Background: an optimization exercise with open tools, aiming at small area and few clock cycles per item. Do not read the settings as production practice. In this exercise RTL edits were held to simulation tests only and were not proved equivalent to the original. No activity file was given, so power comes from the tool's default toggle rates.

<file path="flow/run.sh">
#!/bin/bash
# synth_recipe.tcl (not shown) runs the flow's synth.tcl, then flattens the netlist and writes it again
# the make line also repeats each setting of config.mk as NAME=value (left out here)
make -C /OpenROAD-flow-scripts/flow DESIGN_CONFIG=/design/flow/config.mk WORK_HOME=/design/flow/orfs CLKGATE_MAP_FILE= SYNTH_SCRIPT=/design/flow/synth_recipe.tcl finish
</file>
<file path="flow/config.mk">
export PLATFORM = sky130hd
export DESIGN_NAME = barrier_basket_payoff
export DESIGN_NICKNAME = barrier_basket_payoff
export VERILOG_FILES = /design/flow/design.v
export SDC_FILE = /design/flow/constraint.sdc
export NUM_CORES = 4
export LEC_CHECK = 0
export CAP_MARGIN = 20
export CORE_MARGIN = 2
export CORE_UTILIZATION = 40
export SLEW_MARGIN = 20
</file>
<file path="flow/constraint.sdc">
create_clock -name core_clock -period 10.0 [get_ports {clk_i}]
set_input_delay 2.0000 -clock core_clock [delete_from_list [all_inputs] [get_ports {clk_i}]]
set_output_delay 2.0000 -clock core_clock [all_outputs]
set_load 0.01 [all_outputs]
</file>
<file path="flow/design.v">
`default_nettype none
package bbp_pkg;
  localparam int unsigned MaxAssetsDefault = 16;
  localparam int unsigned MaxStepsDefault  = 1024;
  localparam int unsigned AssetW  = 4;
  localparam int unsigned StepW   = 10;
  localparam int unsigned PriceW  = 32;
  localparam int unsigned WeightW = 16;
  localparam int unsigned StrikeW = 16;
  localparam int unsigned TStepsW = 11;
  localparam int unsigned ACountW = 5;
  localparam int unsigned CfgIdxW = 2;
  localparam int unsigned CfgW    = 16;
  localparam int unsigned SumW    = 64;
  localparam int unsigned ProdW   = PriceW + 1 + WeightW;
  localparam int unsigned FracDrop = 12;
  localparam int unsigned StrikeShift = 28;
  localparam int unsigned InDataW = 128;
  localparam logic [CfgIdxW-1:0] CFG_STRIKE = 2'd0;
  localparam logic [CfgIdxW-1:0] CFG_TSTEPS = 2'd1;
  localparam logic [CfgIdxW-1:0] CFG_ACOUNT = 2'd2;
  localparam logic CMD_LOAD   = 1'b0;
  localparam logic CMD_SAMPLE = 1'b1;
  typedef struct packed {
    logic [WeightW-1:0] weight;
    logic [PriceW-1:0]  lower;
    logic [PriceW-1:0]  upper;
  } bbp_entry_t;
endpackage
`default_nettype wire
`default_nettype none
module bbp_tables #(
  parameter int unsigned MAX_ASSETS = bbp_pkg::MaxAssetsDefault
) (
  input  wire                                          clk_i,
  input  wire                                          we_i,
  input  bbp_pkg::bbp_entry_t                          wdata_i,
  input  wire  [MAX_ASSETS-1:0]                        rsel_i,
  input  wire  [MAX_ASSETS-1:0]                        wsel_i,
  output bbp_pkg::bbp_entry_t                          rdata_o
);
  localparam int unsigned EW = bbp_pkg::WeightW + 2 * bbp_pkg::PriceW;
  localparam int unsigned BW = 2 * bbp_pkg::PriceW;
  logic [MAX_ASSETS*EW-1:0] ring_q;
  logic [EW-1:0]            head;
  assign head = we_i ? EW'(wdata_i) : ring_q[(MAX_ASSETS-1)*EW +: EW];
  always_ff @(posedge clk_i) begin
    ring_q <= {ring_q[(MAX_ASSETS-1)*EW-1:0], head};
  end
  logic [EW-1:0] rd;
  always_comb begin
    rd = '0;
    for (int p = 0; p < MAX_ASSETS; p++) begin
      rd[BW-1:0]  = rd[BW-1:0]  | (ring_q[p*EW +: BW] & {BW{rsel_i[p]}});
      rd[EW-1:BW] = rd[EW-1:BW] | (ring_q[p*EW+BW +: bbp_pkg::WeightW] & {bbp_pkg::WeightW{wsel_i[p]}});
    end
  end
  assign rdata_o = rd;
endmodule
`default_nettype wire
`default_nettype none
module barrier_basket_payoff #(
  parameter int unsigned MAX_ASSETS = bbp_pkg::MaxAssetsDefault,
  parameter int unsigned MAX_STEPS  = bbp_pkg::MaxStepsDefault
) (
  input  wire                                clk_i,
  input  wire                                rst_ni,
  input  wire                                cfg_we_i,
  input  wire  [bbp_pkg::CfgIdxW-1:0]        cfg_idx_i,
  input  wire  [bbp_pkg::CfgW-1:0]           cfg_data_i,
  input  wire                                s_axis_tvalid,
  output logic                               s_axis_tready,
  input  wire  [bbp_pkg::InDataW-1:0]        s_axis_tdata,
  input  wire                                s_axis_tuser,
  input  wire                                s_axis_tlast,
  output logic                               m_axis_tvalid,
  input  wire                                m_axis_tready,
  output logic [bbp_pkg::PriceW-1:0]         m_axis_tdata,
  output logic                               m_axis_tuser
);
  localparam int unsigned AW   = bbp_pkg::AssetW;
  localparam int unsigned SW   = bbp_pkg::StepW;
  localparam int unsigned PW   = bbp_pkg::PriceW;
  localparam int unsigned SW64 = bbp_pkg::SumW;
  logic [bbp_pkg::StrikeW-1:0] strike_q;
  logic [SW-1:0]               elast_q;
  logic                        ezero_q;
  logic [bbp_pkg::ACountW-1:0] acount_q;
  logic [bbp_pkg::TStepsW-1:0] cfg_t;
  assign cfg_t = cfg_data_i[bbp_pkg::TStepsW-1:0];
  always_ff @(posedge clk_i or negedge rst_ni) begin
    if (!rst_ni) begin
      strike_q <= '0;
      elast_q  <= '0;
      ezero_q  <= 1'b0;
      acount_q <= bbp_pkg::ACountW'(1);
    end else if (cfg_we_i) begin
      unique case (cfg_idx_i)
        bbp_pkg::CFG_STRIKE: strike_q <= cfg_data_i[bbp_pkg::StrikeW-1:0];
        bbp_pkg::CFG_TSTEPS: begin
          ezero_q <= (cfg_t == '0);
          elast_q <= cfg_t[bbp_pkg::TStepsW-1] ? '1 : SW'(cfg_t[SW-1:0] - SW'(1));
        end
        bbp_pkg::CFG_ACOUNT: acount_q <= cfg_data_i[bbp_pkg::ACountW-1:0];
        default: ;
      endcase
    end
  end
  logic [AW-1:0] pos_q, pos_d;
  assign pos_d = pos_q + AW'(1);
  always_ff @(posedge clk_i or negedge rst_ni) begin
    if (!rst_ni) pos_q <= '0;
    else         pos_q <= pos_d;
  end
  logic [AW-1:0]  in_asset;
  logic [SW-1:0]  in_step;
  logic [PW-1:0]  in_price;
  bbp_pkg::bbp_entry_t in_entry;
  assign in_asset        = s_axis_tdata[3:0];
  assign in_step         = s_axis_tdata[13:4];
  assign in_price        = s_axis_tdata[45:14];
  assign in_entry.weight = s_axis_tdata[61:46];
  assign in_entry.lower  = s_axis_tdata[93:62];
  assign in_entry.upper  = s_axis_tdata[125:94];
  logic s1_acc_q, s1_chk_q, s1_last_q;    
  logic rv_q;                              
  logic first_q;                           
  logic out_v_q;
  logic asset_used, step_ok, step_fin, load_slot, last_block, in_take, sample_go, load_we;
  assign asset_used = acount_q[AW] || (in_asset < acount_q[AW-1:0]);
  assign step_ok    = !ezero_q && (in_step <= elast_q);
  assign step_fin   = !ezero_q && (in_step == elast_q);
  assign load_slot  = (in_asset == pos_d);
  assign last_block = s1_last_q || rv_q || (out_v_q && !m_axis_tready);
  assign s_axis_tready = (s_axis_tuser == bbp_pkg::CMD_SAMPLE) ? !(s_axis_tlast && last_block)
                                                                : load_slot;
  assign in_take   = s_axis_tvalid && s_axis_tready;
  assign sample_go = in_take && (s_axis_tuser == bbp_pkg::CMD_SAMPLE) && asset_used;
  assign load_we   = in_take && (s_axis_tuser == bbp_pkg::CMD_LOAD);
  logic [PW-1:0] s1_price_q;
  logic [AW-1:0] s1_pos_q;
  always_ff @(posedge clk_i or negedge rst_ni) begin
    if (!rst_ni) begin
      s1_acc_q  <= 1'b0;
      s1_chk_q  <= 1'b0;
      s1_last_q <= 1'b0;
    end else begin
      s1_acc_q  <= sample_go && step_fin;
      s1_chk_q  <= sample_go && step_ok;
      s1_last_q <= sample_go && s_axis_tlast;
    end
  end
  always_ff @(posedge clk_i) begin
    s1_price_q <= in_price;
    s1_pos_q   <= pos_d - in_asset;
  end
  logic [MAX_ASSETS-1:0] rsel, wsel;
  bbp_pkg::bbp_entry_t   tbl_rd;
  always_comb begin
    for (int p = 0; p < MAX_ASSETS; p++) begin
      rsel[p] = (s1_pos_q == AW'(p));
      wsel[p] = rsel[p] && s1_acc_q;
    end
  end
  bbp_tables #(
    .MAX_ASSETS (MAX_ASSETS)
  ) u_tables (
    .clk_i   (clk_i),
    .we_i    (load_we),
    .wdata_i (in_entry),
    .rsel_i  (rsel),
    .wsel_i  (wsel),
    .rdata_o (tbl_rd)
  );
  logic signed [bbp_pkg::ProdW-1:0] prod;
  logic                             breach;
  logic [SW64-1:0]                  sum_q, sum_d;
  logic                             brk_q, brk_d;
  assign prod   = $signed({1'b0, s1_price_q}) * $signed(tbl_rd.weight);
  assign breach = s1_chk_q && ((s1_price_q < tbl_rd.lower) || (s1_price_q > tbl_rd.upper));
  assign sum_d  = (first_q ? '0 : sum_q) + SW64'(prod);
  assign brk_d  = (!first_q && brk_q) || breach;
  always_ff @(posedge clk_i) begin
    sum_q <= sum_d;
    brk_q <= brk_d;
  end
  always_ff @(posedge clk_i or negedge rst_ni) begin
    if (!rst_ni) begin
      rv_q    <= 1'b0;
      first_q <= 1'b1;
    end else begin
      rv_q    <= s1_last_q;
      first_q <= s1_last_q;
    end
  end
  logic [SW64-1:0] diff;
  logic            in_money;
  logic            sat;
  logic [PW-1:0]   payoff;
  logic [PW-1:0]   out_data_q;
  logic            out_ko_q;
  assign diff     = sum_q - (SW64'(strike_q) << bbp_pkg::StrikeShift);
  assign in_money = !brk_q && (diff != '0) && !diff[SW64-1];
  assign sat      = |diff[SW64-2:PW+bbp_pkg::FracDrop];
  assign payoff   = !in_money ? '0 :
                    sat ? '1 : diff[PW+bbp_pkg::FracDrop-1:bbp_pkg::FracDrop];
  always_ff @(posedge clk_i or negedge rst_ni) begin
    if (!rst_ni) out_v_q <= 1'b0;
    else         out_v_q <= rv_q || (out_v_q && !m_axis_tready);
  end
  always_ff @(posedge clk_i) begin
    if (rv_q) begin
      out_data_q <= payoff;
      out_ko_q   <= brk_q;
    end
  end
  assign m_axis_tvalid = out_v_q;
  assign m_axis_tdata  = out_data_q;
  assign m_axis_tuser  = out_ko_q;
endmodule
`default_nettype wire
</file>
==> impl_metrics.ini <==
[status]
status = failed layout checks
violations = negative setup slack

[die]
start_util_pct = 40.3
row_count = 145
ios = 188
die_x_um = 401
die_area_um2 = 161000
die_h_um = 401
coreArea_um2 = 156000

[synth]
netlist-cell-type-count = 84
async_flop_share_pct = 2.88
synth.net_count = 6641
ys_ff_latch = 1456
synth_edf_count = 33
syn_inst = 5758
ys_warn_count = 2
seq_area_frac_synth_pct = 47.2
synth-main-ff-cell = dfxtp_1
syn_area_um2 = 62900
syn_avg_cell_area_um2 = 10.9

[clock_tree]
cts_max_path_buffers = 3
path_clk_slew_ns = 0.06
cts_tree = done
cts.sinks = 1456
htree_levels = 4
cts_made_buffers = 145
insertion_delay_ns = 0.83
root_buffer = clkbuf_16

[place]
place_hpwl_um = 124000
placed_cell_area_um2 = 70500
gp_congestion = 0.887
pre_cts_slack_ns = -0.873
portBuffers = 185

[power_and_ir_drop]
switching_share_pct = 23.7
ir_drop_v = 0.000166
power_frac_clock_pct = 45.5
p_leak_nw = 34.1
p_per_area_nw_per_um2 = 157
p_comb_share_pct = 5.0
seqPwrFrac_pct = 49.5
p_int_mw = 9.28
switchingPower_mw = 2.88

[grt]
grt_max_degree = 75
antenna_found_initial = 5
grt_pass1_vias = 46658
grt.overflow.total = 0
grt_usage_pct = 22.1
grt_pass1_wl_um = 276000

[worst_setup_path]
cp_common_cell = fa_1
crit_slowest_cell = fa_1
crit_required_ns = 10.67
regToRegStartpoint = s1_pos_q[3]$_DFF_P_
start_kind = flip-flop
critPathMaxFanout = 8
worst-r2r-cell-count = 47
endpoint_kind = flip-flop
rr_endpoint = sum_q[62]$_DFF_P_
r2r_setup_slack_ns = -0.31
slowest_delay_ns = 0.59
crit_type = flip-flop to flip-flop
cp.arrival_ns = 10.97

[timing]
grt_setup_unrepaired = true
skew_ns = 0.0798
fmax_mhz = 97.0
tightest_slew_ns = 0.999
fin_crit_sh_pct = 103
finalHoldViolCount = 0
slew_headroom_pct = 33.4
post-route-min-period_ns = 10.31
fin_ws_ns = -0.308
setup_viol = 9
maxSlewViolCount = 0

[cells_and_area]
layout-drive-gt1-share_pct = 17.8
fin_nets = 7243
num_antenna_cells = 0
areaGrowthSynthToFinish_pct = 23.1
fin_area_um2 = 77500

[min_path]
worstHoldPathCells = 0
hp-start = u_tables.ring_q[312]$_DFF_P_
hold_path_end = u_tables.ring_q[392]$_DFF_P_
min_path_type = flip-flop to flip-flop

[routing]
drc = 0
drt_iter0_markers = 3135
antenna_left = 0
via_per_inst = 5.26
wl_per_cell_um = 21.0
finalWirelength_um = 179000
vias = 44858
firstDrtPassIters = 5

[job]
max_cap_viol_count = 0
## layout by cell type, fill, tap and decap left out, types with 32 or more instances in the layout
| cell type | synthesis | routed |
|---|---|---|
| a21o_1 | 116 | 116 |
| a21oi_1 | 166 | 134 |
| a21oi_2 | 2 | 32 |
| a221oi_1 | 95 | 94 |
| a22o_1 | 127 | 127 |
| a22oi_1 | 391 | 384 |
| and2_1 | 61 | 44 |
| buf_12 | 0 | 34 |
| buf_4 | 0 | 491 |
| buf_6 | 0 | 38 |
| clkbuf_1 | 258 | 35 |
| clkbuf_16 | 0 | 145 |
| clkdlybuf4s50_1 | 0 | 184 |
| clkinv_2 | 0 | 32 |
| dfrtp_1 | 40 | 40 |
| dfxtp_1 | 1381 | 1378 |
| edfxtp_1 | 33 | 33 |
| fa_1 | 421 | 399 |
| ha_1 | 309 | 290 |
| inv_1 | 591 | 577 |
| mux2_2 | 84 | 84 |
| nand2_1 | 288 | 278 |
| nand2b_1 | 71 | 70 |
| nand3_1 | 128 | 121 |
| nand4_1 | 71 | 71 |
| nor2_1 | 183 | 178 |
| nor2b_1 | 317 | 310 |
| o21ai_0 | 109 | 82 |
| xnor2_1 | 80 | 77 |
| xor2_1 | 48 | 48 |
## state kept, by name (all words and copies together), names as in the netlist
register,flops
sum_q,64
s1_pos_q,4
brk_q,1
s1_chk_q,1
u_tables.ring_q,1280
strike_q,16
s1_price_q,32
s1_acc_q,1
elast_q,10
out_ko_q,1
acount_q,5
s1_last_q,1
rv_q,1
first_q,1
pos_q,4
ezero_q,1
out_data_q,32
out_v_q,1
## routing by layer
metal  vias to the layer above  wire (um)  share of wire [%]  global-route usage (%)
li1                      20878          -                  -                       -
met2                      1276      83900                 47                    36.4
met1                     22411      80200                 45                    29.6
met5                         -          0                  0                       0
met3                       293       9610                5.4                    3.37
met4                         0       5460                3.0                    7.48
## layout make-up
| class | instances | area [um^2] |
|---|---|---|
| fillers | 13928 | 78700 |
| multi-input cells | 3410 | 31200 |
| flip-flops and latches | 1456 | 29700 |
| repair buffers | 754 | 6810 |
| clock buffers | 197 | 3990 |
| well taps | 2058 | 2570 |
| inverters | 593 | 2230 |
| clock inverters | 66 | 953 |
## through the flow
stage          TNS [ns]  instances  total power [mW]  util, %  hold slack, ns
2_1_floorplan   -0.0164       5758              6.42        -           0.331
3_3_place_gp      -9.79       8172              6.74     45.1           0.332
3_5_place_dp     -10.37       8172              6.74     45.1           0.335
4_1_cts           -1.50       8516              12.2     49.3           0.304
5_1_grt           -7.87       8534              12.5     49.6           0.311
6_report          -1.58       8534              12.2     49.6           0.313
## worst max-delay path, delay by kind of cell (launching register included)
kind                     cells  cell delay, ns
AND/OR/NAND/NOR              8            1.31
buffers and inverters       11            1.31
flip-flops                   1            0.40
adder cells (fa/ha/maj)      8            3.59
AO/OA/AOI/OAI               18            3.23
XOR/XNOR                     2            0.33
## cell usage after synthesis, types with 12 or more instances
cell type  count  share of area (%)
dfxtp_1     1381                 44
inv_1        591                3.5
fa_1         421                 13
a22oi_1      391                4.7
nor2b_1      317                3.2
ha_1         309                6.1
nand2_1      288                1.7
clkbuf_1     258                1.5
nor2_1       183                1.1
a21oi_1      166                1.3
nand3_1      128                1.0
a22o_1       127                1.8
a21o_1       116                1.4
o21ai_0      109               0.87
a221oi_1      95                1.3
mux2_2        84                1.5
xnor2_1       80                1.1
nand2b_1      71               0.71
nand4_1       71               0.71
and2_1        61               0.61
xor2_1        48               0.67
dfrtp_1       40                1.6
nor3_1        34               0.27
edfxtp_1      33                1.6
a221o_1       30               0.48
nor4_1        30               0.30
buf_1         29               0.17
o21a_1        21               0.25
o21bai_1      20               0.24
or2_2         18               0.18
a31oi_1       16               0.16
a211oi_1      13               0.16
and3_1        12               0.12
buf_2         12              0.095
or4_1         12               0.14
## worst max path at each step
stage                         from           endpoint
2_1_floorplan  s1_pos_q[3]$_DFF_P_  sum_q[60]$_DFF_P_
3_3_place_gp   s1_pos_q[0]$_DFF_P_  sum_q[62]$_DFF_P_
3_5_place_dp   s1_pos_q[0]$_DFF_P_  sum_q[62]$_DFF_P_
4_1_cts        s1_pos_q[0]$_DFF_P_  sum_q[60]$_DFF_P_
5_1_grt        s1_pos_q[3]$_DFF_P_  sum_q[62]$_DFF_P_
6_report       s1_pos_q[3]$_DFF_P_  sum_q[62]$_DFF_P_
## kinds of logic after synthesis
logic type	Yosys count	synth area share [%]
flip-flops	1456	47.2
multiplexers	87	1.55
adder cells (fa/ha/maj)	731	19.6
buffers and inverters	892	5.34
XOR/XNOR	131	1.90
AND/OR/NAND/NOR	1277	10.7
AO/OA/AOI/OAI	1184	13.8
## what timing repair did
item                                    4_1_cts  5_1_grt
setup buffers                                76       25
endpoints found under the setup margin       25       25
hold buffers                                  0        0
cloned                                        8        0
pin swaps                                   105       53
gates resized for setup                     201       96
## power groups by stage
stage                     clock [mW]  combinational, mW  sequential (mW)
after floorplan                    0              0.308             6.12
after global placement             0              0.594             6.14
after detailed placement           0              0.600             6.14
after CTS                       5.62              0.604             6.02
after global routing            5.86              0.657             6.03
final                           5.54              0.610             6.02
Testbench counts, summed over its fixed seeds: cycles 15,480, items 320.

static timing again, ports no longer ideal:
The results above use ideal ports. As a check the final layout listed here was re-extracted and re-timed, cells and wires unchanged.
Step 1, drivers: a clkbuf_16 drives clk_i and a buf_2 each remaining input, both assumed.
Step 2 moves the port delays by t, midway between the first and last clock arrival at a register: inputs arrive t later, outputs are due t later. That takes back most of the time a late clock gives input paths.
Slacks: ideal ports / drivers / drivers and shift; pairs: ideal ports / drivers.
shift t [ns]: 0.867
setup slack, ns: -0.308 / -0.308 / -0.308
hold slack, ns: 0.313 / 0.313 / 0.313
clock arrival spread, ns: 0.086 / 0.086
pins driven straight from the clock port: 1
For this run, drivers alone change the setup slack by 0.000 ns; drivers and shift together by 0.000 ns.
